What follows belongs to an exercise in optimizing a design on an open flow for small area, a short achievable clock period and few clock cycles per item; a production flow would make more cautious choices.
In this exercise RTL edits were held to simulation tests only and were not proved equivalent to the original.
Power figures rest on the tool's default switching activity, not on a simulated workload.

--- flow/config.mk ---
export PLATFORM = sky130hd
export DESIGN_NAME = merge_sort_tree
export DESIGN_NICKNAME = merge_sort_tree
export VERILOG_FILES = /design/flow/design.v
export SDC_FILE = /design/flow/constraint.sdc
export NUM_CORES = 4
export LEC_CHECK = 0
export CAP_MARGIN = 20
export CORE_MARGIN = 2
export CORE_UTILIZATION = 55
export CTS_BUF_LIST = sky130_fd_sc_hd__clkbuf_8
export CTS_CLUSTER_DIAMETER = 60
export CTS_CLUSTER_SIZE = 16
export SETUP_SLACK_MARGIN = 1.9
export SLEW_MARGIN = 20
--- flow/constraint.sdc ---
create_clock -name core_clock -period 4.5 [get_ports {CLK}]
set_input_delay 0.9000 -clock core_clock [delete_from_list [all_inputs] [get_ports {CLK}]]
set_output_delay 0.9000 -clock core_clock [all_outputs]
set_load 0.01 [all_outputs]
--- flow/design.v ---
package merge_sort_pkg;
  typedef struct packed {
    logic [32-1:0] key;
    logic [32-1:0] value;
  } record_t;
  typedef struct packed {
    logic [2-1:0] way;
    record_t                        rec;
  } in_beat_t;
endpackage
`timescale 1ns/1ps
module merge_sort_tree (
  input  logic                                   CLK,
  input  logic                                   RST,
  input  logic                                   i_in_valid,
  input  logic [2+32+32-1:0] i_in_beat,
  output wire [(1 << 2)-1:0]   o_way_full,
  input  logic                                   i_out_full,
  output logic [32+32-1:0] o_out_rec,
  output logic                                   o_out_valid
);
  localparam int KW    = 32;
  localparam int REC_W = 32 + 32;
  logic [REC_W-1:0] head [0:3];    
  logic [3:0]       hv;            
  logic [3:0]       sel;           
  logic             bef [0:3][0:3];  
  logic             full_prev;     
  wire [1:0]       in_way = i_in_beat[REC_W +: 2];
  wire [KW-1:0]    in_key = i_in_beat[REC_W-1 -: KW];
  wire [3:0]       we;
  wire             pop;
  logic [3:0]      in_bef;         
  logic            nb [0:3][0:3];  
  logic [3:0]      sel_nxt;
  function automatic logic key_before(input logic [KW-1:0] a,
                                      input logic [KW-1:0] b,
                                      input logic          tie);
    logic [31:0] g0, p0;
    logic [15:0] g1, p1;
    logic [7:0]  g2, p2;
    logic [3:0]  g3, p3;
    logic [1:0]  g4, p4;
    g0 = ~a & b;
    p0 = ~a | b;
    for (int i = 0; i < 16; i++) begin
      g1[i] = g0[2*i+1] | (p0[2*i+1] & g0[2*i]);
      p1[i] = p0[2*i+1] & p0[2*i];
    end
    for (int i = 0; i < 8; i++) begin
      g2[i] = g1[2*i+1] | (p1[2*i+1] & g1[2*i]);
      p2[i] = p1[2*i+1] & p1[2*i];
    end
    for (int i = 0; i < 4; i++) begin
      g3[i] = g2[2*i+1] | (p2[2*i+1] & g2[2*i]);
      p3[i] = p2[2*i+1] & p2[2*i];
    end
    for (int i = 0; i < 2; i++) begin
      g4[i] = g3[2*i+1] | (p3[2*i+1] & g3[2*i]);
      p4[i] = p3[2*i+1] & p3[2*i];
    end
    key_before = g4[1] | (p4[1] & (g4[0] | (p4[0] & tie)));
  endfunction
  assign pop = (&hv) & !full_prev;
  for (genvar w = 0; w < 4; w++) begin : g_we
    assign we[w] = i_in_valid && (in_way == w);
    assign o_way_full[w] = hv[w] && !(pop && sel[w]);
  end
  always_comb begin
    o_out_rec = '0;
    for (int w = 0; w < 4; w++) begin
      if (sel[w]) o_out_rec = o_out_rec | head[w];
    end
  end
  assign o_out_valid = pop;
  always_comb begin
    for (int j = 0; j < 4; j++) begin
      in_bef[j] = key_before(in_key, head[j][REC_W-1 -: KW], in_way > j);
    end
  end
  always_comb begin
    for (int i = 0; i < 4; i++) begin
      nb[i][i] = 1'b1;
      for (int j = i + 1; j < 4; j++) begin
        if (we[i])      nb[i][j] = in_bef[j];
        else if (we[j]) nb[i][j] = !in_bef[i];
        else            nb[i][j] = bef[i][j];
        nb[j][i] = !nb[i][j];
      end
    end
    for (int i = 0; i < 4; i++) begin
      sel_nxt[i] = 1'b1;
      for (int j = 0; j < 4; j++) begin
        if (j != i) sel_nxt[i] = sel_nxt[i] & nb[i][j];
      end
    end
  end
  always_ff @(posedge CLK) begin
    for (int w = 0; w < 4; w++) begin
      if (we[w]) head[w] <= i_in_beat[REC_W-1:0];
    end
    for (int i = 0; i < 4; i++) begin
      for (int j = i + 1; j < 4; j++) begin
        bef[i][j] <= nb[i][j];
      end
    end
    sel       <= sel_nxt;
    full_prev <= i_out_full;
  end
  always_ff @(posedge CLK) begin
    if (RST) begin
      hv <= '0;
    end else begin
      hv <= we | (hv & ~({4{pop}} & sel));
    end
  end
endmodule
--- flow/flow/run.sh ---
#!/bin/bash
# The standard layout with two changes to how it is made:
# - the port buffers are plain buf_1 cells instead of the default delay
#   buffer (every port still gets its buffer);
# - slow wide gates (4-input and/or stacks and similar) are added to the
#   platform's don't-use list, so synthesis and repair pick faster cells.
# The platform's own don't-use cells stay on the list.
set -euo pipefail
PLATFORM_DONT_USE="sky130_fd_sc_hd__probe_p_8 sky130_fd_sc_hd__probec_p_8 sky130_fd_sc_hd__lpflow_bleeder_1 sky130_fd_sc_hd__lpflow_clkbufkapwr_1 sky130_fd_sc_hd__lpflow_clkbufkapwr_16 sky130_fd_sc_hd__lpflow_clkbufkapwr_2 sky130_fd_sc_hd__lpflow_clkbufkapwr_4 sky130_fd_sc_hd__lpflow_clkbufkapwr_8 sky130_fd_sc_hd__lpflow_clkinvkapwr_1 sky130_fd_sc_hd__lpflow_clkinvkapwr_16 sky130_fd_sc_hd__lpflow_clkinvkapwr_2 sky130_fd_sc_hd__lpflow_clkinvkapwr_4 sky130_fd_sc_hd__lpflow_clkinvkapwr_8 sky130_fd_sc_hd__lpflow_decapkapwr_12 sky130_fd_sc_hd__lpflow_decapkapwr_3 sky130_fd_sc_hd__lpflow_decapkapwr_4 sky130_fd_sc_hd__lpflow_decapkapwr_6 sky130_fd_sc_hd__lpflow_decapkapwr_8 sky130_fd_sc_hd__lpflow_inputiso0n_1 sky130_fd_sc_hd__lpflow_inputiso0p_1 sky130_fd_sc_hd__lpflow_inputiso1n_1 sky130_fd_sc_hd__lpflow_inputiso1p_1 sky130_fd_sc_hd__lpflow_inputisolatch_1 sky130_fd_sc_hd__lpflow_isobufsrc_1 sky130_fd_sc_hd__lpflow_isobufsrc_16 sky130_fd_sc_hd__lpflow_isobufsrc_2 sky130_fd_sc_hd__lpflow_isobufsrc_4 sky130_fd_sc_hd__lpflow_isobufsrc_8 sky130_fd_sc_hd__lpflow_isobufsrckapwr_16 sky130_fd_sc_hd__lpflow_lsbuf_lh_hl_isowell_tap_1 sky130_fd_sc_hd__lpflow_lsbuf_lh_hl_isowell_tap_2 sky130_fd_sc_hd__lpflow_lsbuf_lh_hl_isowell_tap_4 sky130_fd_sc_hd__lpflow_lsbuf_lh_isowell_4 sky130_fd_sc_hd__lpflow_lsbuf_lh_isowell_tap_1 sky130_fd_sc_hd__lpflow_lsbuf_lh_isowell_tap_2 sky130_fd_sc_hd__lpflow_lsbuf_lh_isowell_tap_4"
SLOW_GATES="sky130_fd_sc_hd__a2111o_1 sky130_fd_sc_hd__a2111o_2 sky130_fd_sc_hd__a2111o_4 sky130_fd_sc_hd__a2111oi_0 sky130_fd_sc_hd__a2111oi_1 sky130_fd_sc_hd__a2111oi_2 sky130_fd_sc_hd__a2111oi_4 sky130_fd_sc_hd__a222oi_1 sky130_fd_sc_hd__a2bb2o_1 sky130_fd_sc_hd__a2bb2o_2 sky130_fd_sc_hd__a2bb2o_4 sky130_fd_sc_hd__a2bb2oi_1 sky130_fd_sc_hd__a2bb2oi_2 sky130_fd_sc_hd__a2bb2oi_4 sky130_fd_sc_hd__a311o_1 sky130_fd_sc_hd__a311o_2 sky130_fd_sc_hd__a311o_4 sky130_fd_sc_hd__a311oi_1 sky130_fd_sc_hd__a311oi_2 sky130_fd_sc_hd__a311oi_4 sky130_fd_sc_hd__a32o_1 sky130_fd_sc_hd__a32o_2 sky130_fd_sc_hd__a32o_4 sky130_fd_sc_hd__a32oi_1 sky130_fd_sc_hd__a32oi_2 sky130_fd_sc_hd__a32oi_4 sky130_fd_sc_hd__a41o_1 sky130_fd_sc_hd__a41o_2 sky130_fd_sc_hd__a41o_4 sky130_fd_sc_hd__a41oi_1 sky130_fd_sc_hd__a41oi_2 sky130_fd_sc_hd__a41oi_4 sky130_fd_sc_hd__and4_1 sky130_fd_sc_hd__and4_2 sky130_fd_sc_hd__and4_4 sky130_fd_sc_hd__and4b_1 sky130_fd_sc_hd__and4b_2 sky130_fd_sc_hd__and4b_4 sky130_fd_sc_hd__and4bb_1 sky130_fd_sc_hd__and4bb_2 sky130_fd_sc_hd__and4bb_4 sky130_fd_sc_hd__nand4_1 sky130_fd_sc_hd__nand4_2 sky130_fd_sc_hd__nand4_4 sky130_fd_sc_hd__nand4b_1 sky130_fd_sc_hd__nand4b_2 sky130_fd_sc_hd__nand4b_4 sky130_fd_sc_hd__nand4bb_1 sky130_fd_sc_hd__nand4bb_2 sky130_fd_sc_hd__nand4bb_4 sky130_fd_sc_hd__nor4_1 sky130_fd_sc_hd__nor4_2 sky130_fd_sc_hd__nor4_4 sky130_fd_sc_hd__nor4b_1 sky130_fd_sc_hd__nor4b_2 sky130_fd_sc_hd__nor4b_4 sky130_fd_sc_hd__nor4bb_1 sky130_fd_sc_hd__nor4bb_2 sky130_fd_sc_hd__nor4bb_4 sky130_fd_sc_hd__o2111a_1 sky130_fd_sc_hd__o2111a_2 sky130_fd_sc_hd__o2111a_4 sky130_fd_sc_hd__o2111ai_1 sky130_fd_sc_hd__o2111ai_2 sky130_fd_sc_hd__o2111ai_4 sky130_fd_sc_hd__o2bb2a_1 sky130_fd_sc_hd__o2bb2a_2 sky130_fd_sc_hd__o2bb2a_4 sky130_fd_sc_hd__o2bb2ai_1 sky130_fd_sc_hd__o2bb2ai_2 sky130_fd_sc_hd__o2bb2ai_4 sky130_fd_sc_hd__o311a_1 sky130_fd_sc_hd__o311a_2 sky130_fd_sc_hd__o311a_4 sky130_fd_sc_hd__o311ai_0 sky130_fd_sc_hd__o311ai_1 sky130_fd_sc_hd__o311ai_2 sky130_fd_sc_hd__o311ai_4 sky130_fd_sc_hd__o32a_1 sky130_fd_sc_hd__o32a_2 sky130_fd_sc_hd__o32a_4 sky130_fd_sc_hd__o32ai_1 sky130_fd_sc_hd__o32ai_2 sky130_fd_sc_hd__o32ai_4 sky130_fd_sc_hd__o41a_1 sky130_fd_sc_hd__o41a_2 sky130_fd_sc_hd__o41a_4 sky130_fd_sc_hd__o41ai_1 sky130_fd_sc_hd__o41ai_2 sky130_fd_sc_hd__o41ai_4 sky130_fd_sc_hd__or4_1 sky130_fd_sc_hd__or4_2 sky130_fd_sc_hd__or4_4 sky130_fd_sc_hd__or4b_1 sky130_fd_sc_hd__or4b_2 sky130_fd_sc_hd__or4b_4 sky130_fd_sc_hd__or4bb_1 sky130_fd_sc_hd__or4bb_2 sky130_fd_sc_hd__or4bb_4 "
bash standard.sh "BUFFER_PORTS_ARGS=-buffer_cell sky130_fd_sc_hd__buf_1" \
  "DONT_USE_CELLS=$PLATFORM_DONT_USE $SLOW_GATES" finish > flow_make.log 2>&1
--- flow/standard.sh ---
#!/bin/bash
# synth_recipe.tcl (not shown) runs the flow's synth.tcl, then flattens the netlist and writes it again
# the make line also repeats each setting of config.mk as NAME=value (left out here)
make -C /OpenROAD-flow-scripts/flow DESIGN_CONFIG=/design/flow/config.mk WORK_HOME=/design/flow/orfs CLKGATE_MAP_FILE= SYNTH_SCRIPT=/design/flow/synth_recipe.tcl "${@:-finish}"
==> flow_metrics.tcl <==
set metrics [dict create \
    clk_root_buffer_cell "sky130_fd_sc_hd__clkbuf_8" \
    syn2layout_area_growth_pct 17.0 \
    groute.usage.overall_pct 25.8 \
    run_status "finished clean" \
    floorplan.io_pins 139 \
    timing.critical_path.from_type "primary input" \
    synthesis.nets 974 \
    synth-edff-count 256 \
    grt_pass1_wl_um 44100 \
    rsz0062_at_grt "true" \
    core_area_um2 21200 \
    synth_cells 904 \
    timing.hold.worst.class "in -> reg" \
    die-width_um 151 \
    post_layout_nonfiller_instances 1367 \
    drc_errors 0 \
    final_worst_setup_slack_ns 1.94 \
    dp_worst_setup_slack_ns 1.11 \
    finalClockSkew_ns 0.0297 \
    fin_setup_tns_ns 0 \
    ys_types 61 \
    timing.critical_path.to_type "flop" \
    grt_antenna_before_repair 1 \
    synth_async_sr_flop_share_pct 0 \
    total_number_of_vias 8291 \
    max_freq_mhz 391 \
    fin_crit_sh_pct 56.9 \
    final_nets 1141 \
    required_ns 4.98 \
    synth.yosys.seq_area_share_pct 67.1 \
    post_route_cells_drive_above_1_share_pct 18.3 \
    routed_wire_length_um 29700 \
    vias_per_cell 6.07 \
    dp_cells 1297 \
    critPathKind "in -> reg" \
    grt_max_degree 50 \
    final_antenna_net_count 0 \
    first_iter_violations 594 \
    wire_per_inst_um 21.7 \
    relSlewSlack_pct 40.1 \
    grt.overflow.total 0 \
    layout_min_cycle_time_ns 2.56 \
    floorplan.die_area_um2 22800 \
    start_util_pct 56.3 \
    syn_area_um2 11900 \
    nFillCells 1636 \
    clock_path_buffers 3 \
    synth.ff_latch_count 271 \
    cp_max_fo 11 \
    vias_in_the_first_global_route 7780 \
    hold_viol 0 \
    power_per_cell_area_nw_per_um2 406 \
    leakagePower_nw 4.91 \
    cts.clk_slew.worst_paths_ns 0.10 \
    ctsHtreeMaxLevel 1 \
    ys.warnings.count 4 \
    final_slew_violations 0 \
    cts.hold.buffers_added 0 \
    cts_tree "done" \
    synthFlopType "sky130_fd_sc_hd__edfxtp_1" \
    cap_violations 0 \
    cts-buffers-inserted 26 \
    first_pass_iters 5 \
    row_count 53 \
    fin_util_pct 65.8 \
    finalWeightedCongestion 0.856 \
    timing.critical_path.arrival_ns 3.04 \
    placement.io_buffers 138 \
    clock_insertion_delay_worst_skew_ns 0.58 \
    tightestPinTransition_ns 0.896 \
    setup_viol 0 \
    post_layout_power_mw 5.65 \
    avgSynthCellArea_um2 13.2 \
    floorplan.die.height_um 151 \
    numClockSinks 271 \
    place_hpwl_um 18300 \
    vdd_ir_drop_max_uv 281 \
]
-- through the flow --
| stage | hold slack [ns] | cell area, µm² |
|---|---|---|
| CTS | 0.360 | 13700 |
| floorplan | 0.430 | 12000 |
| global route | 0.366 | 13900 |
| global placement | 0.452 | 12800 |
| finish | 0.401 | 13900 |
| detailed placement | 0.458 | 12800 |
-- routing by layer --
metal,wire length [µm],GRT usage (%),up-vias
li1,-,-,3871
met1,12500,36.1,4025
met2,14000,41.4,333
met3,2250,4.88,62
met4,904,7.57,0
met5,0,0,-
-- path summary, 6_finish.rpt --
path / from / end / slack [ns] / cells after the start
worst max-delay path: i_in_beat[55] / sel[3] / 1.94 / 10
worst min register to register: bef[11] / bef[11] / 0.47 / 2
worst min-delay path: i_out_full / full_prev / 0.40 / 1
worst max register to register: head[3][33] / sel[3] / 2.01 / 9
-- logic make-up (layout without fill, tap and decap cells) --
kind of cell             after synthesis  after routing  share of synthesized area [%]
other                                  0              1                              0
adder cells (fa/ha/maj)               27             27                           2.33
buffers and inverters                110            297                           3.73
AO/OA/AOI/OAI                        289            289                           18.3
flip-flops                           271            271                           67.1
multiplexers                           2              2                          0.168
AND/OR/NAND/NOR                      205            205                           8.34
-- what timing repair did --
item,CTS,global route
buffers inserted,17,2
gates resized for setup,35,71
setup endpoints to repair,73,67
gates cloned,1,1
pin swaps,3,10
-- area by class of cell --
| type | instances | area [µm²] | area share [%] |
|---|---|---|---|
| Antenna cell | 1 | 2.50 | 0.0180 |
| Inverter | 74 | 289 | 2.07 |
| Clock buffer | 26 | 358 | 2.57 |
| Tap cell | 275 | 344 | 2.47 |
| Timing Repair inverter | 1 | 5.00 | 0.0359 |
| Multi-Input combinational cell | 523 | 3700 | 26.6 |
| Timing Repair Buffer | 174 | 1010 | 7.22 |
| Sequential cell | 271 | 8000 | 57.5 |
| Clock inverter | 22 | 223 | 1.60 |
-- synthesized netlist by cell type, types with 3 or more instances --
library cell / instances / area share (%)
sky130_fd_sc_hd__edfxtp_1: 256 / 65
sky130_fd_sc_hd__a22oi_1: 142 / 9.0
sky130_fd_sc_hd__nand2_1: 88 / 2.8
sky130_fd_sc_hd__inv_1: 67 / 2.1
sky130_fd_sc_hd__nor2b_1: 32 / 1.7
sky130_fd_sc_hd__a21oi_1: 23 / 0.97
sky130_fd_sc_hd__clkbuf_1: 23 / 0.73
sky130_fd_sc_hd__o22ai_1: 23 / 1.2
sky130_fd_sc_hd__maj3_1: 21 / 1.8
sky130_fd_sc_hd__nand2b_1: 21 / 1.1
sky130_fd_sc_hd__nor2_1: 21 / 0.66
sky130_fd_sc_hd__o21ai_0: 18 / 0.76
sky130_fd_sc_hd__nor3_1: 16 / 0.67
sky130_fd_sc_hd__dfxtp_1: 15 / 2.5
sky130_fd_sc_hd__a221oi_1: 13 / 0.96
sky130_fd_sc_hd__nand3_1: 11 / 0.46
sky130_fd_sc_hd__o221ai_1: 9 / 0.66
sky130_fd_sc_hd__o211ai_1: 7 / 0.44
sky130_fd_sc_hd__maj3_2: 6 / 0.57
sky130_fd_sc_hd__a21boi_0: 5 / 0.32
sky130_fd_sc_hd__buf_1: 5 / 0.16
sky130_fd_sc_hd__inv_2: 5 / 0.16
sky130_fd_sc_hd__a211oi_1: 4 / 0.25
sky130_fd_sc_hd__a221o_1: 4 / 0.34
sky130_fd_sc_hd__a31oi_1: 4 / 0.21
sky130_fd_sc_hd__and3_1: 4 / 0.21
sky130_fd_sc_hd__buf_2: 4 / 0.17
sky130_fd_sc_hd__o21ai_1: 4 / 0.17
sky130_fd_sc_hd__o221a_2: 4 / 0.38
sky130_fd_sc_hd__a21oi_2: 3 / 0.22
sky130_fd_sc_hd__a22o_1: 3 / 0.22
sky130_fd_sc_hd__buf_6: 3 / 0.28
sky130_fd_sc_hd__nand3b_1: 3 / 0.19
-- layout by cell type (no fill, tap or decap), types with 5 or more instances in the layout --
| master | netlist | routed |
|---|---|---|
| sky130_fd_sc_hd__nand3_1 | 11 | 11 |
| sky130_fd_sc_hd__nor3_1 | 16 | 13 |
| sky130_fd_sc_hd__inv_1 | 67 | 70 |
| sky130_fd_sc_hd__clkbuf_8 | 0 | 26 |
| sky130_fd_sc_hd__buf_4 | 1 | 19 |
| sky130_fd_sc_hd__dfxtp_1 | 15 | 11 |
| sky130_fd_sc_hd__a22oi_2 | 1 | 29 |
| sky130_fd_sc_hd__inv_2 | 5 | 7 |
| sky130_fd_sc_hd__buf_2 | 4 | 16 |
| sky130_fd_sc_hd__maj3_1 | 21 | 21 |
| sky130_fd_sc_hd__nand2_1 | 88 | 88 |
| sky130_fd_sc_hd__buf_6 | 3 | 6 |
| sky130_fd_sc_hd__nor2b_1 | 32 | 31 |
| sky130_fd_sc_hd__o211ai_1 | 7 | 7 |
| sky130_fd_sc_hd__buf_12 | 0 | 5 |
| sky130_fd_sc_hd__clkbuf_2 | 0 | 24 |
| sky130_fd_sc_hd__nor2_1 | 21 | 20 |
| sky130_fd_sc_hd__nand2b_1 | 21 | 20 |
| sky130_fd_sc_hd__a22oi_1 | 142 | 114 |
| sky130_fd_sc_hd__a221oi_1 | 13 | 10 |
| sky130_fd_sc_hd__a221oi_2 | 2 | 5 |
| sky130_fd_sc_hd__buf_1 | 5 | 98 |
| sky130_fd_sc_hd__a21oi_1 | 23 | 23 |
| sky130_fd_sc_hd__o22ai_1 | 23 | 23 |
| sky130_fd_sc_hd__maj3_2 | 6 | 6 |
| sky130_fd_sc_hd__o21ai_0 | 18 | 18 |
| sky130_fd_sc_hd__o221ai_1 | 9 | 9 |
| sky130_fd_sc_hd__edfxtp_1 | 256 | 256 |
-- worst max-delay path: stages --
cell and delay [ns]:
sky130_fd_sc_hd__buf_1 0.21, sky130_fd_sc_hd__nor2b_1 0.20, sky130_fd_sc_hd__a221oi_1 0.32, sky130_fd_sc_hd__a21boi_2 0.32, sky130_fd_sc_hd__o211ai_1 0.12, sky130_fd_sc_hd__nor3_1 0.26, sky130_fd_sc_hd__a21oi_2 0.12, sky130_fd_sc_hd__a21oi_1 0.16
sky130_fd_sc_hd__o21ai_1 0.13, sky130_fd_sc_hd__nor3_1 0.29
-- flip-flops by register name, indices dropped and copies added, names as in the netlist --
signal     count
hv             4
head         256
bef            6
sel            4
full_prev      1
-- where the power goes --
| group | internal, mW | switching [mW] | leakage [nW] |
|---|---|---|---|
| sequential | 2.90 | 0.0805 | 2.48 |
| clock | 0.706 | 0.911 | 0.318 |
| combinational | 0.401 | 0.646 | 2.11 |
| total | 4.01 | 1.64 | 4.91 |
Testbench counts, summed over its fixed seeds: cycles 25,077, items 24,565.

[re-timing with driven ports]
How much do the figures lean on ideal ports? The routed layout below was timed once more, with nothing changed but the port constraints.
Step 1 (the two cells are an assumption about what drives the block):
set clk [get_ports {CLK}]
set_driving_cell -lib_cell sky130_fd_sc_hd__clkbuf_16 $clk
set_driving_cell -lib_cell sky130_fd_sc_hd__buf_2 [delete_from_list [all_inputs] $clk]
Step 2 also shifts input and output timing later by t, the mid clock arrival at the registers, as if the neighbouring blocks saw the same clock.
Slacks: ideal ports / drivers / drivers and shift; pairs: ideal ports / drivers.
t (ns): 0.616
slack for setup (ns): 1.940 / 1.896 / 1.321
worst setup path at the end: input to register
After both steps this run still meets setup and hold. For this run, drivers alone change the setup slack by -0.044 ns; drivers and shift together by -0.619 ns.
